This is an optimization exercise on Yosys and OpenROAD, whose aim is small area and a short achievable clock period, not a production implementation. Only simulation tests tie the RTL to the original design; equivalence was not proved. Power and IR drop assume default switching activity.

// fire_seek_mode_sequencer
module fire_seek_mode_sequencer (
    input  logic        i_clk,
    input  logic        i_rst_n,
    input  logic        i_in_valid,
    output logic        i_in_ready,
    input  logic        i_in_operation,
    input  logic [9:0]  i_in_distance_cm,
    input  logic [31:0] i_in_now_tick,
    input  logic [1:0]  i_in_random_pick,
    input  logic        i_cfg_valid,
    output logic        i_cfg_ready,
    input  logic [2:0]  i_cfg_index,
    input  logic [15:0] i_cfg_data,
    output logic        o_out_valid,
    input  logic        o_out_ready,
    output logic [7:0]  o_out_servo_angle,
    output logic [2:0]  o_out_motion,
    output logic        o_out_fan_on,
    output logic [2:0]  o_out_mode,
    output logic        o_out_fire_seen,
    output logic        o_out_fire_near
);
export LEC_CHECK = 0
export CAP_MARGIN = 20
export CORE_MARGIN = 2
export CORE_UTILIZATION = 40
export GPL_ROUTABILITY_DRIVEN = 0
export SETUP_SLACK_MARGIN = 2.5
export SLEW_MARGIN = 20
export TNS_END_PERCENT = 5
create_clock -name core_clock -period 6.0 [get_ports {i_clk}]
standard.sh (not shown) runs the stock make flow with config.mk's settings and CLKGATE_MAP_FILE= SYNTH_SCRIPT=/design/flow/synth_recipe.tcl, a recipe that flattens the netlist after the stock synthesis.
==> flow/flow/run.sh <==
#!/bin/bash
# Standard layout flow, except that the port buffers are plain buf_1 cells (which the
# resizer may upsize) instead of the default clkdlybuf4s50_1 delay buffers.
set -euo pipefail
# the standard synthesis, unchanged
bash standard.sh synth > synth.log 2>&1
# floorplan to final layout
bash standard.sh BUFFER_PORTS_ARGS="-buffer_cell sky130_fd_sc_hd__buf_1" finish > layout.log 2>&1
==> next run, changes <==
Settings changed: GPL_ROUTABILITY_DRIVEN 0 to unset, TNS_END_PERCENT 5 to unset.
- worst setup slack loses 48 ps
- design area goes up by 2.1%
- via count goes up by 0.99%
- clock skew stays flat
- final cell count goes up by 1.4%
- sequential power stays flat
- global-route usage stays flat
- combinational power goes up by 5.0%
==> next run, changes <==
==> flow/flow/run.sh (replaced) <==
#!/bin/bash
# Standard synthesis, then the combinational logic between the standard synthesis's
# registers is re-mapped by ABC as one network (without the separate adder cells), then the
# standard layout steps, with plain buf_1 port buffers in place of clkdlybuf4s50_1.
# The registers (names, count and cells) are those of the standard synthesis.
set -euo pipefail
R=orfs/results/sky130hd/fire_seek_mode_sequencer/base
LIB=$FLOW_HOME/platforms/sky130hd/lib/sky130_fd_sc_hd__tt_025C_1v80.lib
# the standard synthesis, unchanged
bash standard.sh synth > synth.log 2>&1
cp $R/1_2_yosys.v std_synth.v
# re-map the combinational logic
DONTUSE=$(sed -n '/^export DONT_USE_CELLS/,/^$/p' $FLOW_HOME/platforms/sky130hd/config.mk | grep -o 'sky130_fd_sc_hd__[A-Za-z0-9_]*' | sed 's/^/-dont_use /' | tr '\n' ' ')
SEQ=$(grep -oE '^\s*sky130_fd_sc_hd__(df|edf|sdf|dl|conb)\w*' std_synth.v | sort -u | tr '\n' ' ')
ABCSCRIPT=$(sed -n 's/^ABC_SCRIPT=//p' flow/resyn.cfg)
cat > resyn.ys <<EOT
read_liberty -ignore_miss_func $LIB
read_verilog std_synth.v
hierarchy -top $FLOW_TOP
blackbox $SEQ
flatten
opt_clean
abc -liberty $LIB $DONTUSE ${ABCSCRIPT:+-script $FLOW_HOME/scripts/$ABCSCRIPT} -D 3000
opt_clean -purge
splitnets
opt_clean -purge
hilomap -singleton -hicell sky130_fd_sc_hd__conb_1 HI -locell sky130_fd_sc_hd__conb_1 LO
insbuf -buf sky130_fd_sc_hd__buf_4 A X
opt_clean -purge
stat -liberty $LIB
write_verilog -noattr -noexpr -nohex -nodec resyn.v
EOT
yosys -q -l resyn.log resyn.ys
cp resyn.v $R/1_2_yosys.v
rm -f $R/1_synth.odb $R/1_synth.sdc
# floorplan to final layout
bash standard.sh BUFFER_PORTS_ARGS="-buffer_cell sky130_fd_sc_hd__buf_1" finish > layout.log 2>&1
==> flow/flow/resyn.cfg (new file) <==
ABC_SCRIPT=abc_speed.script
Settings changed: SETUP_SLACK_MARGIN 2.5 to 3.0.
Result: Setup slack gets worse by 290 ps. Sequential share of layout area fell by 2.7 points. Global-route usage rose by 1.9 points. Via count rose by 8.6%. Design area rose by 7.5%. First-iteration DRC count rose by 15%. Power rose by 5.5%. Routed wire length rose by 10%. Die area rose by 0.74%. Worst hold slack gets better by 4.6 ps. Final cell count rose by 5.4%.
==> next run, changes <==
==> flow/flow/run.sh (replaced) <==
#!/bin/bash
# Standard layout flow, except that the port buffers are plain buf_1 cells (which the
# resizer may upsize) instead of the default clkdlybuf4s50_1 delay buffers.
set -euo pipefail
# the standard synthesis, unchanged
bash standard.sh synth > synth.log 2>&1
# floorplan to final layout
bash standard.sh BUFFER_PORTS_ARGS="-buffer_cell sky130_fd_sc_hd__buf_1" finish > layout.log 2>&1
Settings changed: SETUP_SLACK_MARGIN 3.0 to 2.3, TNS_END_PERCENT set to 5.
removed: flow/flow/resyn.cfg
After rerunning:
- clock power hardly moves
- routed wire length came out lower by 11%
- critical path depth rose by 2
- via count went down by 9.8%
- power decreases by 4.1%
- global-route usage drops by 2.4 points
- design area falls by 11%
- register-to-register slack improved by 270 ps
- core utilization fell by 5.6 points
- non-clock buffer count decreases by 50
==> next run, changes <==
Settings changed: SETUP_SLACK_MARGIN 2.3 to 2.0, TNS_END_PERCENT 5 to unset.
What happened: Combinational power shrinks by 4.8%. Sequential cell count stays the same. Final area went down by 2.8%. Core utilization went down by 1.3 points. Total power shrinks by 2.0%. Global-route usage shrinks by 0.62 points. Die area stays the same. Critical path depth decreases by 2. Setup slack loses 120 ps.
==> next run, changes <==
Settings changed: SETUP_SLACK_MARGIN 2.0 to 3.0.
Result: The new run finished clean. Core utilization goes up by 7.3 points. Via count goes up by a little under a tenth. Cell count goes up by a few percent. Clock-buffer cell count goes down by 4. Flip-flop and latch count stays the same. Cell area goes up by about a fifth. Worst setup slack gains 290 ps. Area after synthesis stays the same. Power goes up by a few percent. Hold slack loses 10 ps. Non-clock buffer count goes up by 96.

## run A
fire_seek_mode_sequencer again, from the RTL that the note above started with.
==> flow/config.mk <==
export PLATFORM = sky130hd
export DESIGN_NAME = fire_seek_mode_sequencer
export DESIGN_NICKNAME = fire_seek_mode_sequencer
export VERILOG_FILES = /design/flow/design.v
export SDC_FILE = /design/flow/constraint.sdc
export NUM_CORES = 4
export LEC_CHECK = 0
export CAP_MARGIN = 20
export CORE_MARGIN = 2
export CORE_UTILIZATION = 40
export PLACE_DENSITY = 0.75
export SETUP_SLACK_MARGIN = 2.5
export SLEW_MARGIN = 20
export TNS_END_PERCENT = 5
==> flow/constraint.sdc <==
create_clock -name core_clock -period 6.0 [get_ports {i_clk}]
set_input_delay 1.2000 -clock core_clock [delete_from_list [all_inputs] [get_ports {i_clk}]]
set_output_delay 1.2000 -clock core_clock [all_outputs]
set_load 0.01 [all_outputs]
==> flow/flow/run.sh <==
#!/bin/bash
# Standard layout flow, except that the port buffers are plain buf_1 cells (which the
# resizer may upsize) instead of the default clkdlybuf4s50_1 delay buffers.
set -euo pipefail
# the standard synthesis, unchanged
bash standard.sh synth > synth.log 2>&1
# floorplan to final layout
bash standard.sh BUFFER_PORTS_ARGS="-buffer_cell sky130_fd_sc_hd__buf_1" finish > layout.log 2>&1
> inputs changed (run A -> run B)
Settings: changing SETUP_SLACK_MARGIN from 2.5 to 2.2; removing PLACE_DENSITY (formerly 0.75).
Notes after the runs:
Run B | stages: all done | timing, DRC, antenna: all pass. Per the comparison of run B with run A, power in the clock group closely matched the old numbers, relative slew slack shows an increase of 14 points, combinational power share lost 1.0 points, setup slack now smaller. Met3 capacity usage during global routing: run B lower than run A. Count of buffers added by post-CTS timing repair for setup (higher): run A. ~same final estimated routing congestion in global placement in run B and run A. Run B ends up with higher number of cells on the worst reg-to-reg path than run A does. Compared with run A, run B improves final design area excluding fillers. Run B vs run A — cell leakage power dropped by a few percent.
### run B -> run C
Settings: CORE_UTILIZATION: 40 -> 60; SETUP_SLACK_MARGIN: 2.2 -> 2.5.
Findings:
Timing, DRC, antenna: 0 failures across run B and run C
Worst hold slack across all endpoints up 0.016 ns in run C wrt run B
Relative to run B, the global-route wire length before repair of run C is higher by about 0.3%.
Core utilization: run C higher than run B
Changes observed in run C relative to run B: non-clock buffer instance count of the final layout moved up, portion of the post-synthesis area used by sequential elements level, minimum setup slack in the final design moved up.
Met3 demand-to-capacity share in global routing: run B and run C compared, higher one is run C
Cmp run C vs run B: die area lower in run C
When run C is set beside run B, its minimum period implied by the final worst setup slack turns out to be 0.080 ns smaller.
| internal power of the cells | run C vs run B | better |
Total number of placement rows was lower in run C than in run B.
--- input diff run C..run D ---
Settings: SETUP_SLACK_MARGIN changed from 2.5 to 2.8; CORE_UTILIZATION changed from 60 to 40.
Result for run D and run C: all clean
Status: post-synthesis sequential area ratio parity (run D, run C)
Run D gives less sequential share of layout area than run C did.
Power delta (run D -> run C): insignificant
Where shortest clock period the worst path allows after layout is concerned, run C is outperformed by run D.
Summary of run D over run C: final net count shows an increase of about 0.6%, global-route total usage across every layer now sits lower.
Final area, run D vs run C: up slightly

fire_seek_mode_sequencer again, from the RTL that the note above started with.
==> flow/config.mk <==
export PLATFORM = sky130hd
export DESIGN_NAME = fire_seek_mode_sequencer
export DESIGN_NICKNAME = fire_seek_mode_sequencer
export VERILOG_FILES = /design/flow/design.v
export SDC_FILE = /design/flow/constraint.sdc
export NUM_CORES = 4
export LEC_CHECK = 0
export CAP_MARGIN = 20
export CORE_MARGIN = 2
export CORE_UTILIZATION = 40
export SETUP_SLACK_MARGIN = 2.5
export SLEW_MARGIN = 20
export TNS_END_PERCENT = 1
==> flow/constraint.sdc <==
create_clock -name core_clock -period 6.0 [get_ports {i_clk}]
set_input_delay 1.2000 -clock core_clock [delete_from_list [all_inputs] [get_ports {i_clk}]]
set_output_delay 1.2000 -clock core_clock [all_outputs]
set_load 0.01 [all_outputs]
Scripts as last shown in full above: flow/flow/run.sh
Then changed:
CTS_CLUSTER_SIZE = 30   (was default)
TNS_END_PERCENT = 5   (was 1)
- sequential cell count is unchanged
- area after synthesis does not change
- critical path depth stays the same
- total power stays flat
- clock-buffer cell count stays the same
- worst hold slack barely changes
- setup slack hardly moves
- clock skew hardly moves
- sequential power is about the same
Then changed:
==> flow/flow/run.sh (replaced) <==
#!/bin/bash
# Standard synthesis, then the combinational logic between the standard synthesis's
# registers is re-mapped by ABC as one network (without the separate adder cells), then the
# standard layout steps, with plain buf_1 port buffers in place of clkdlybuf4s50_1.
# The registers (names, count and cells) are those of the standard synthesis.
set -euo pipefail
R=orfs/results/sky130hd/fire_seek_mode_sequencer/base
LIB=$FLOW_HOME/platforms/sky130hd/lib/sky130_fd_sc_hd__tt_025C_1v80.lib
# the standard synthesis, unchanged
bash standard.sh synth > synth.log 2>&1
cp $R/1_2_yosys.v std_synth.v
# re-map the combinational logic
DONTUSE=$(sed -n '/^export DONT_USE_CELLS/,/^$/p' $FLOW_HOME/platforms/sky130hd/config.mk | grep -o 'sky130_fd_sc_hd__[A-Za-z0-9_]*' | sed 's/^/-dont_use /' | tr '\n' ' ')
SEQ=$(grep -oE '^\s*sky130_fd_sc_hd__(df|edf|sdf|dl|conb)\w*' std_synth.v | sort -u | tr '\n' ' ')
ABCSCRIPT=$(sed -n 's/^ABC_SCRIPT=//p' flow/resyn.cfg)
cat > resyn.ys <<EOT
read_liberty -ignore_miss_func $LIB
read_verilog std_synth.v
hierarchy -top $FLOW_TOP
blackbox $SEQ
flatten
opt_clean
abc -liberty $LIB $DONTUSE ${ABCSCRIPT:+-script $FLOW_HOME/scripts/$ABCSCRIPT} -D 3000
opt_clean -purge
splitnets
opt_clean -purge
hilomap -singleton -hicell sky130_fd_sc_hd__conb_1 HI -locell sky130_fd_sc_hd__conb_1 LO
insbuf -buf sky130_fd_sc_hd__buf_4 A X
opt_clean -purge
stat -liberty $LIB
write_verilog -noattr -noexpr -nohex -nodec resyn.v
EOT
yosys -q -l resyn.log resyn.ys
cp resyn.v $R/1_2_yosys.v
rm -f $R/1_synth.odb $R/1_synth.sdc
# floorplan to final layout
bash standard.sh BUFFER_PORTS_ARGS="-buffer_cell sky130_fd_sc_hd__buf_1" finish > layout.log 2>&1
==> flow/flow/resyn.cfg (new file) <==
ABC_SCRIPT=
CTS_CLUSTER_SIZE = default   (was 30)
SETUP_SLACK_MARGIN = 3.0   (was 2.5)
TNS_END_PERCENT = default   (was 5)
Clock skew stays flat.
Routed wire length rose by about 2.7%.
Cell count falls by about 0.7%.
Total power is higher by 2.1%.
Synthesized cell count is lower by 5.9%.
Cell area rises by about 5%.
Then changed:
==> flow/flow/run.sh (replaced) <==
#!/bin/bash
# Standard layout flow, except that the port buffers are plain buf_1 cells (which the
# resizer may upsize) instead of the default clkdlybuf4s50_1 delay buffers.
set -euo pipefail
# the standard synthesis, unchanged
bash standard.sh synth > synth.log 2>&1
# floorplan to final layout
bash standard.sh BUFFER_PORTS_ARGS="-buffer_cell sky130_fd_sc_hd__buf_1" finish > layout.log 2>&1
SETUP_SLACK_MARGIN = 2.5   (was 3.0)
TNS_END_PERCENT = 5   (was default)
removed: flow/flow/resyn.cfg
After rerunning: Total power is lower by about 2%. Final cell count came out higher by 0.68%. Setup slack is better by 710 ps. Fmax climbs by 20%. Wire length goes down by about 2.7%. Area after synthesis went up by about 9%. Via count decreases by about 1.1%.

re-timing with driven ports:
No port has a modelled driver above. Below, the same layouts with a new extraction and two added sets of constraints. Step 1 (the two cells are an assumption about what drives the block):
set clk [get_ports {i_clk}]
set_driving_cell -lib_cell sky130_fd_sc_hd__clkbuf_16 $clk
set_driving_cell -lib_cell sky130_fd_sc_hd__buf_2 [delete_from_list [all_inputs] $clk]
Step 2 adds t to the input delays and takes it off the output delays; t is the mean of the earliest and latest rising clock arrival at the registers after step 1. Input paths then give back, and output paths get back, about the clock's delay inside the block. Three values: no drivers, after step 1, after step 2; two values: the first two.
run | shift t [ns] | slack for setup (ns) | worst setup path after step 2 | worst data-port slew with drivers (ns)
the first run of note 1 | 0.481 | 2.407 / 2.433 / 1.952 | input to register | 0.07
the second run of note 1 | 0.478 | 2.359 / 2.378 / 1.899 | input to register | 0.07
the third run of note 1 | 0.492 | 2.070 / 2.077 / 1.585 | input to register | 0.10
the fourth run of note 1 | 0.482 | 2.282 / 2.303 / 1.820 | input to register | 0.07
the fifth run of note 1 | 0.473 | 2.158 / 2.185 / 1.712 | input to register | 0.06
the sixth run of note 1 | 0.490 | 2.452 / 2.475 / 1.984 | input to register | 0.09
run A | 0.483 | 2.373 / 2.398 / 1.915 | input to register | 0.07
run B | 0.476 | 2.257 / 2.283 / 1.807 | input to register | 0.07
run C | 0.489 | 2.338 / 2.357 / 1.868 | input to register | 0.06
run D | 0.483 | 2.417 / 2.429 / 1.946 | input to register | 0.09
the first run of note 3 | 0.483 | 2.409 / 2.434 / 1.951 | input to register | 0.07
the second run of note 3 | 0.481 | 2.407 / 2.433 / 1.952 | input to register | 0.07
the third run of note 3 | 0.481 | 1.697 / 1.687 / 1.206 | input to register | 0.10
the fourth run of note 3 | 0.481 | 2.407 / 2.433 / 1.952 | input to register | 0.07
After both steps setup and hold are still met in every run listed. For the third run of note 3, which loses most, drivers alone change the setup slack by -0.010 ns; drivers and shift together by -0.491 ns.
